Source: an optimization exercise on an open RTL-to-GDS flow (aim: small area). Production flows keep margins and buffers that such runs may drop. At most, simulation tests tie the RTL to the original design; equivalence was not proved.

==> inputs of branch violet <==
Design complex_mult_pipe, start of the top module:
module complex_mult_pipe (
    input  logic        clk,
    input  logic        rst,
    input  logic        in_valid,
    output logic        in_ready,
    input  logic [15:0] a_re,
    input  logic [15:0] a_im,
    input  logic [15:0] b_re,
    input  logic [15:0] b_im,
    input  logic        conj_en,
    output logic        out_valid,
    input  logic        out_ready,
    output logic [15:0] y_re,
    output logic [15:0] y_im,
    output logic        ovf
);
==> flow/config.mk <==
export PLATFORM = sky130hd
export DESIGN_NAME = complex_mult_pipe
export DESIGN_NICKNAME = complex_mult_pipe
export VERILOG_FILES = /design/flow/design.v
export SDC_FILE = /design/flow/constraint.sdc
export NUM_CORES = 4
export LEC_CHECK = 0
export ABC_AREA = 1
export CAP_MARGIN = 20
export CORE_MARGIN = 2
export CORE_UTILIZATION = 45
export GPL_TIMING_DRIVEN = 0
export SLEW_MARGIN = 20
export DONT_USE_CELLS += sky130_fd_sc_hd__buf_4 sky130_fd_sc_hd__buf_6 sky130_fd_sc_hd__buf_8 sky130_fd_sc_hd__buf_12 sky130_fd_sc_hd__buf_16 sky130_fd_sc_hd__bufbuf_8 sky130_fd_sc_hd__bufbuf_16
==> flow/constraint.sdc <==
create_clock -name core_clock -period 8.0 [get_ports {clk}]
set_input_delay 1.6000 -clock core_clock [delete_from_list [all_inputs] [get_ports {clk}]]
set_output_delay 1.6000 -clock core_clock [all_outputs]
set_load 0.01 [all_outputs]
standard.sh (not shown) runs the stock make flow with config.mk's settings and CLKGATE_MAP_FILE= SYNTH_SCRIPT=/design/flow/synth_recipe.tcl, a recipe that flattens the netlist after the stock synthesis.
==> flow/flow/run.sh <==
#!/bin/bash
# The standard layout (standard.sh) with these changes:
# - after synthesis, flow/polopt.py removes inverters between full adders by choosing each
#   full adder's polarity (a full adder is self-dual); registers and logic are unchanged;
# - ports are buffered with sky130_fd_sc_hd__buf_1 instead of the default delay cell;
# - clock tree synthesis uses smaller clock buffers and no dummy loads.
set -uo pipefail
R=orfs/results/${FLOW_PLATFORM}/complex_mult_pipe/base
bash standard.sh synth > synth.log 2>&1 || exit 1
cp "$R/1_2_yosys.v" "$R/1_2_yosys_std.v"
if python3 flow/polopt.py "$R/1_2_yosys_std.v" "$R/1_2_yosys_pol.v" 400000 > polopt.log 2>&1; then
  cp "$R/1_2_yosys_pol.v" "$R/1_2_yosys.v"
else
  echo "polopt failed; keeping the standard netlist" >> polopt.log
fi
touch "$R/1_2_yosys.v"
# From placement on, repair may use only small buffers (buf_1, buf_2): the nets it buffers here
# are short high-fanout nets, for which buf_4 and up mostly waste area.
echo 'export DONT_USE_CELLS += sky130_fd_sc_hd__buf_4 sky130_fd_sc_hd__buf_6 sky130_fd_sc_hd__buf_8 sky130_fd_sc_hd__buf_12 sky130_fd_sc_hd__buf_16 sky130_fd_sc_hd__bufbuf_8 sky130_fd_sc_hd__bufbuf_16' >> config.mk
bash standard.sh finish \
  "BUFFER_PORTS_ARGS=-buffer_cell sky130_fd_sc_hd__buf_1" \
  "CTS_ARGS=-sink_clustering_enable -repair_clock_nets -dont_use_dummy_load -buf_list {sky130_fd_sc_hd__clkbuf_4 sky130_fd_sc_hd__clkbuf_8}" \
  > layout.log 2>&1 || exit 1
Other scripts of this flow, unchanged in this note and not shown: flow/flow/polopt.py
==> inputs of branch pepper, as changes to branch violet <==
--- a/flow/design.v
+++ b/flow/design.v
@@ -169,16 +169,17 @@
     logic ii_two0;
     logic ii_two1;
     logic ii_two2;
     logic ii_two3;
     logic ii_two4;
     logic ii_two5;
     logic ii_two6;
     logic ii_two7;
+    logic im_ovz;
     logic ir_neg0;
     logic ir_neg1;
     logic ir_neg2;
     logic ir_neg3;
     logic ir_neg4;
     logic ir_neg5;
     logic ir_neg6;
     logic ir_neg7;
@@ -329,16 +330,17 @@
     logic ir_two0;
     logic ir_two1;
     logic ir_two2;
     logic ir_two3;
     logic ir_two4;
     logic ir_two5;
     logic ir_two6;
     logic ir_two7;
+    logic re_ovz;
     logic ri_neg0;
     logic ri_neg1;
     logic ri_neg2;
     logic ri_neg3;
     logic ri_neg4;
     logic ri_neg5;
     logic ri_neg6;
     logic ri_neg7;
@@ -1684,17 +1686,23 @@
     logic tres91;
     logic tres93;
     logic tres95;
     logic tres97;
     logic tres99;
     logic [15:0] ar_q, ai_q, br_q, bi_q;
     logic        cj_q;
     logic [32:0] re_ra, re_rb, re_sum;
+    logic [24:0] re_lo;
+    logic [8:0] re_hi;
+    logic [8:0] re_zd;
     logic [32:0] im_ra, im_rb, im_sum;
+    logic [24:0] im_lo;
+    logic [8:0] im_hi;
+    logic [8:0] im_zd;
     assign rr_one0 = br_q[0];
     assign rr_two0 = br_q[1] & ~br_q[0];
     assign rr_neg0 = br_q[1];
     assign rr_pp0_0 = ((ar_q[0] & rr_one0)) ^ rr_neg0;
     assign rr_pp0_1 = ((ar_q[1] & rr_one0) | (ar_q[0] & rr_two0)) ^ rr_neg0;
     assign rr_pp0_2 = ((ar_q[2] & rr_one0) | (ar_q[1] & rr_two0)) ^ rr_neg0;
     assign rr_pp0_3 = ((ar_q[3] & rr_one0) | (ar_q[2] & rr_two0)) ^ rr_neg0;
     assign rr_pp0_4 = ((ar_q[4] & rr_one0) | (ar_q[3] & rr_two0)) ^ rr_neg0;
@@ -2843,17 +2851,29 @@
     assign tres511 = tres449 ^ trec390 ^ trec448;
     assign trec512 = (tres449 & trec390) | (tres449 & trec448) | (trec390 & trec448);
     assign tres513 = trec394 ^ trec450 ^ tres451;
     assign trec514 = (trec394 & trec450) | (trec394 & tres451) | (trec450 & tres451);
     assign tres515 = ii_pp7_16 ^ tres453 ^ trec452;
     assign trec516 = (ii_pp7_16 & tres453) | (ii_pp7_16 & trec452) | (tres453 & trec452);
     assign re_ra = {1'b1, trec516, trec514, trec512, trec510, trec508, trec506, trec504, trec502, trec500, trec498, trec496, trec494, trec492, trec490, trec488, trec486, trec484, trec482, trec480, trec478, trec476, trec474, trec472, trec470, trec468, trec466, trec464, trec462, trec460, trec458, trec456, tres455};
     assign re_rb = {1'b0, trec454, tres515, tres513, tres511, tres509, tres507, tres505, tres503, tres501, tres499, tres497, tres495, tres493, tres491, tres489, tres487, tres485, tres483, tres481, tres479, tres477, tres475, tres473, tres471, tres469, tres467, tres465, tres463, tres461, tres459, tres457, ii_pp0_0};
-    assign re_sum = re_ra + re_rb;
+    assign re_lo = {1'b0, re_ra[23:0]} + {1'b0, re_rb[23:0]};
+    assign re_hi = {1'b0, re_ra[31:24]} + {1'b0, re_rb[31:24]} + re_lo[24];
+    assign re_zd[0] = ~(re_ra[24] ^ re_rb[24] ^ re_lo[24]);
+    assign re_zd[1] = ~(re_ra[25] ^ re_rb[25] ^ (re_ra[24] | re_rb[24]));
+    assign re_zd[2] = ~(re_ra[26] ^ re_rb[26] ^ (re_ra[25] | re_rb[25]));
+    assign re_zd[3] = ~(re_ra[27] ^ re_rb[27] ^ (re_ra[26] | re_rb[26]));
+    assign re_zd[4] = ~(re_ra[28] ^ re_rb[28] ^ (re_ra[27] | re_rb[27]));
+    assign re_zd[5] = ~(re_ra[29] ^ re_rb[29] ^ (re_ra[28] | re_rb[28]));
+    assign re_zd[6] = ~(re_ra[30] ^ re_rb[30] ^ (re_ra[29] | re_rb[29]));
+    assign re_zd[7] = ~(re_ra[31] ^ re_rb[31] ^ (re_ra[30] | re_rb[30]));
+    assign re_zd[8] = ~(re_ra[32] ^ re_rb[32] ^ (re_ra[31] | re_rb[31]));
+    assign re_sum = {re_ra[32] ^ re_rb[32] ^ re_hi[8], 8'b0, re_lo[23:0]};
+    assign re_ovz = ~(&re_zd);
     assign tims517 = ri_neg5 ^ ir_neg5;
     assign timc518 = ri_neg5 & ir_neg5;
     assign tims519 = ri_neg6 ^ ir_neg6 ^ ri_pp0_12;
     assign timc520 = (ri_neg6 & ir_neg6) | (ri_neg6 & ri_pp0_12) | (ir_neg6 & ri_pp0_12);
     assign tims521 = ri_pp1_10 ^ ri_pp2_8;
     assign timc522 = ri_pp1_10 & ri_pp2_8;
     assign tims523 = ri_pp0_13 ^ ri_pp1_11 ^ ri_pp2_9;
     assign timc524 = (ri_pp0_13 & ri_pp1_11) | (ri_pp0_13 & ri_pp2_9) | (ri_pp1_11 & ri_pp2_9);
@@ -3362,58 +3382,66 @@
     assign tims1027 = tims965 ^ timc906 ^ timc964;
     assign timc1028 = (tims965 & timc906) | (tims965 & timc964) | (timc906 & timc964);
     assign tims1029 = timc910 ^ timc966 ^ tims967;
     assign timc1030 = (timc910 & timc966) | (timc910 & tims967) | (timc966 & tims967);
     assign tims1031 = ir_pp7_16 ^ tims969 ^ timc968;
     assign timc1032 = (ir_pp7_16 & tims969) | (ir_pp7_16 & timc968) | (tims969 & timc968);
     assign im_ra = {1'b1, timc1032, timc1030, timc1028, timc1026, timc1024, timc1022, timc1020, timc1018, timc1016, timc1014, timc1012, timc1010, timc1008, timc1006, timc1004, timc1002, timc1000, timc998, timc996, timc994, timc992, timc990, timc988, timc986, timc984, timc982, timc980, timc978, timc976, timc974, timc972, tims971};
     assign im_rb = {1'b0, timc970, tims1031, tims1029, tims1027, tims1025, tims1023, tims1021, tims1019, tims1017, tims1015, tims1013, tims1011, tims1009, tims1007, tims1005, tims1003, tims1001, tims999, tims997, tims995, tims993, tims991, tims989, tims987, tims985, tims983, tims981, tims979, tims977, tims975, tims973, ir_pp0_0};
-    assign im_sum = im_ra + im_rb;
-    logic       re_ov, im_ov;
-    assign re_ov = |re_sum[32:24];
-    assign im_ov = |im_sum[32:24];
+    assign im_lo = {1'b0, im_ra[23:0]} + {1'b0, im_rb[23:0]};
+    assign im_hi = {1'b0, im_ra[31:24]} + {1'b0, im_rb[31:24]} + im_lo[24];
+    assign im_zd[0] = ~(im_ra[24] ^ im_rb[24] ^ im_lo[24]);
+    assign im_zd[1] = ~(im_ra[25] ^ im_rb[25] ^ (im_ra[24] | im_rb[24]));
+    assign im_zd[2] = ~(im_ra[26] ^ im_rb[26] ^ (im_ra[25] | im_rb[25]));
+    assign im_zd[3] = ~(im_ra[27] ^ im_rb[27] ^ (im_ra[26] | im_rb[26]));
+    assign im_zd[4] = ~(im_ra[28] ^ im_rb[28] ^ (im_ra[27] | im_rb[27]));
+    assign im_zd[5] = ~(im_ra[29] ^ im_rb[29] ^ (im_ra[28] | im_rb[28]));
+    assign im_zd[6] = ~(im_ra[30] ^ im_rb[30] ^ (im_ra[29] | im_rb[29]));
+    assign im_zd[7] = ~(im_ra[31] ^ im_rb[31] ^ (im_ra[30] | im_rb[30]));
+    assign im_zd[8] = ~(im_ra[32] ^ im_rb[32] ^ (im_ra[31] | im_rb[31]));
+    assign im_sum = {im_ra[32] ^ im_rb[32] ^ im_hi[8], 8'b0, im_lo[23:0]};
+    assign im_ovz = ~(&im_zd);
+    logic        re_ov, im_ov;
+    logic [15:0] re_y, im_y;
+    assign re_ov = re_ovz;
+    assign im_ov = im_ovz;
+    assign re_y = re_ov ? {re_sum[32], {15{~re_sum[32]}}} : {~re_sum[23], re_sum[22:8]};
+    assign im_y = im_ov ? {im_sum[32], {15{~im_sum[32]}}} : {~im_sum[23], im_sum[22:8]};
     logic        adv;
-    logic        v1_q, v2_q, v3_q, ovf_q;
-    logic        rov2_q, rsg2_q, iov2_q, isg2_q;
+    logic        v1_q, v2_q, v3_q, o2_q, ovf_q;
     logic [15:0] yr2_q, yi2_q, yr3_q, yi3_q;
-    logic [15:0] yr2_sat, yi2_sat;
     assign adv = ~(v3_q & ~out_ready);
-    assign yr2_sat = rov2_q ? {rsg2_q, {15{~rsg2_q}}} : yr2_q;
-    assign yi2_sat = iov2_q ? {isg2_q, {15{~isg2_q}}} : yi2_q;
     always_ff @(posedge clk or posedge rst) begin
         if (rst) begin
             v1_q  <= 1'b0;
             v2_q  <= 1'b0;
             v3_q  <= 1'b0;
             ovf_q <= 1'b0;
         end else begin
             if (adv) begin
                 v1_q <= in_valid;
                 v2_q <= v1_q;
                 v3_q <= v2_q;
             end
-            if (adv & v2_q & (rov2_q | iov2_q)) ovf_q <= 1'b1;
+            if (adv & v2_q & o2_q) ovf_q <= 1'b1;
         end
     end
     always_ff @(posedge clk) begin
         if (adv) begin
-            ar_q   <= a_re;
-            ai_q   <= a_im;
-            br_q   <= b_re;
-            bi_q   <= b_im;
-            cj_q   <= conj_en;
-            yr2_q  <= {~re_sum[23], re_sum[22:8]};
-            yi2_q  <= {~im_sum[23], im_sum[22:8]};
-            rov2_q <= re_ov;
-            rsg2_q <= re_sum[32];
-            iov2_q <= im_ov;
-            isg2_q <= im_sum[32];
-            yr3_q  <= yr2_sat;
-            yi3_q  <= yi2_sat;
+            ar_q  <= a_re;
+            ai_q  <= a_im;
+            br_q  <= b_re;
+            bi_q  <= b_im;
+            cj_q  <= conj_en;
+            yr2_q <= re_y;
+            yi2_q <= im_y;
+            o2_q  <= re_ov | im_ov;
+            yr3_q <= yr2_q;
+            yi3_q <= yi2_q;
         end
     end
     assign in_ready  = adv;
     assign out_valid = v3_q;
     assign y_re      = yr3_q;
     assign y_im      = yi3_q;
     assign ovf       = ovf_q;
 endmodule
==> flow/flow/run.sh (replaced) <==
#!/bin/bash
# The standard layout (standard.sh) with these changes:
# - after synthesis, flow/polopt.py removes inverters between full adders by choosing each
#   full adder's polarity (a full adder is self-dual); registers and logic are unchanged;
# - ports are buffered with sky130_fd_sc_hd__buf_1 instead of the default delay cell;
# - clock tree synthesis uses smaller clock buffers and no dummy loads;
# - timing-driven placement does not keep its resizer changes (GPL_KEEP_OVERFLOW=0); later
#   repair adds only what the placed design needs.
set -uo pipefail
R=orfs/results/${FLOW_PLATFORM}/complex_mult_pipe/base
bash standard.sh synth > synth.log 2>&1 || exit 1
cp "$R/1_2_yosys.v" "$R/1_2_yosys_std.v"
if python3 flow/polopt.py "$R/1_2_yosys_std.v" "$R/1_2_yosys_pol.v" 400000 > polopt.log 2>&1; then
  cp "$R/1_2_yosys_pol.v" "$R/1_2_yosys.v"
else
  echo "polopt failed; keeping the standard netlist" >> polopt.log
fi
touch "$R/1_2_yosys.v"
# From placement on, repair may use only small buffers (buf_1, buf_2): the nets it buffers here
# are short high-fanout nets, for which buf_4 and up mostly waste area.
echo 'export DONT_USE_CELLS += sky130_fd_sc_hd__buf_4 sky130_fd_sc_hd__buf_6 sky130_fd_sc_hd__buf_8 sky130_fd_sc_hd__buf_12 sky130_fd_sc_hd__buf_16 sky130_fd_sc_hd__bufbuf_8 sky130_fd_sc_hd__bufbuf_16' >> config.mk
bash standard.sh finish \
  "BUFFER_PORTS_ARGS=-buffer_cell sky130_fd_sc_hd__buf_1" GPL_KEEP_OVERFLOW=0 \
  "CTS_ARGS=-sink_clustering_enable -repair_clock_nets -dont_use_dummy_load -buf_list {sky130_fd_sc_hd__clkbuf_4 sky130_fd_sc_hd__clkbuf_8}" \
  > layout.log 2>&1 || exit 1
--- a/flow/config.mk
+++ b/flow/config.mk
@@ -4,11 +4,10 @@
 export VERILOG_FILES = /design/flow/design.v
 export SDC_FILE = /design/flow/constraint.sdc
 export NUM_CORES = 4
 export LEC_CHECK = 0
 export ABC_AREA = 1
 export CAP_MARGIN = 20
 export CORE_MARGIN = 2
 export CORE_UTILIZATION = 45
-export GPL_TIMING_DRIVEN = 0
 export SLEW_MARGIN = 20
 export DONT_USE_CELLS += sky130_fd_sc_hd__buf_4 sky130_fd_sc_hd__buf_6 sky130_fd_sc_hd__buf_8 sky130_fd_sc_hd__buf_12 sky130_fd_sc_hd__buf_16 sky130_fd_sc_hd__bufbuf_8 sky130_fd_sc_hd__bufbuf_16
==> inputs of branch nickel, as changes to branch violet <==
==> flow/flow/run.sh (replaced) <==
#!/bin/bash
# The standard layout (standard.sh) with these changes:
# - after synthesis, flow/polopt.py removes inverters between full adders by choosing each
#   full adder's polarity (a full adder is self-dual); registers and logic are unchanged;
# - ports are buffered with sky130_fd_sc_hd__buf_1 instead of the default delay cell;
# - clock tree synthesis uses smaller clock buffers and no dummy loads;
# - timing-driven placement does not keep its resizer changes (GPL_KEEP_OVERFLOW=0); later
#   repair adds only what the placed design needs.
set -uo pipefail
R=orfs/results/${FLOW_PLATFORM}/complex_mult_pipe/base
bash standard.sh synth > synth.log 2>&1 || exit 1
cp "$R/1_2_yosys.v" "$R/1_2_yosys_std.v"
if python3 flow/polopt.py "$R/1_2_yosys_std.v" "$R/1_2_yosys_pol.v" 400000 > polopt.log 2>&1; then
  cp "$R/1_2_yosys_pol.v" "$R/1_2_yosys.v"
else
  echo "polopt failed; keeping the standard netlist" >> polopt.log
fi
touch "$R/1_2_yosys.v"
# From placement on, repair may use only small buffers (buf_1, buf_2): the nets it buffers here
# are short high-fanout nets, for which buf_4 and up mostly waste area.
echo 'export DONT_USE_CELLS += sky130_fd_sc_hd__buf_4 sky130_fd_sc_hd__buf_6 sky130_fd_sc_hd__buf_8 sky130_fd_sc_hd__buf_12 sky130_fd_sc_hd__buf_16 sky130_fd_sc_hd__bufbuf_8 sky130_fd_sc_hd__bufbuf_16' >> config.mk
bash standard.sh finish \
  "BUFFER_PORTS_ARGS=-buffer_cell sky130_fd_sc_hd__buf_1" GPL_KEEP_OVERFLOW=0 \
  "CTS_ARGS=-sink_clustering_enable -repair_clock_nets -dont_use_dummy_load -buf_list {sky130_fd_sc_hd__clkbuf_4 sky130_fd_sc_hd__clkbuf_8}" \
  > layout.log 2>&1 || exit 1
--- a/flow/config.mk
+++ b/flow/config.mk
@@ -4,11 +4,10 @@
 export VERILOG_FILES = /design/flow/design.v
 export SDC_FILE = /design/flow/constraint.sdc
 export NUM_CORES = 4
 export LEC_CHECK = 0
 export ABC_AREA = 1
 export CAP_MARGIN = 20
 export CORE_MARGIN = 2
 export CORE_UTILIZATION = 45
-export GPL_TIMING_DRIVEN = 0
 export SLEW_MARGIN = 20
 export DONT_USE_CELLS += sky130_fd_sc_hd__buf_4 sky130_fd_sc_hd__buf_6 sky130_fd_sc_hd__buf_8 sky130_fd_sc_hd__buf_12 sky130_fd_sc_hd__buf_16 sky130_fd_sc_hd__bufbuf_8 sky130_fd_sc_hd__bufbuf_16
==> summary of the runs <==
Branch pepper ran to the end with no violations. Branch nickel passed the timing, design-rule and antenna checks. Branch violet finished but failed the layout checks on negative setup slack.
Against branch pepper, the routed wire length of branch violet is higher by 51%.
Worst hold slack: branch nickel is higher than branch pepper (0.074 ns).
Against branch nickel, the core utilization of branch violet is higher by 0.96 points.
Via count: branch pepper is larger than branch nickel (2.2%).
For branch pepper, only the layout was checked, not whether the RTL still works.

==> separate check: timing with driven ports <==
The results above use ideal ports. As a check the final layouts listed here were re-extracted and re-timed, cells and wires unchanged. Step 1: set_driving_cell puts a clkbuf_16 on clk and a buf_2 on each other input, an assumption about the parent block. Step 2 times the ports against the registers' clock, not the clock port: input delays grow and output delays shrink by t, the midpoint of the rising clock arrivals with the driver on. Three values: ideal ports, drivers, drivers and shift; two values: the first two.
| run | t, ns | setup WS [ns] | worst slew at a driven data input, ns |
|---|---|---|---|
| branch violet | 0.661 | -0.048 / -0.048 / -0.048 | 0.05 |
| branch pepper | 0.629 | 0.201 / 0.201 / 0.201 | 0.04 |
| branch nickel | 0.626 | 0.227 / 0.227 / 0.227 | 0.05 |
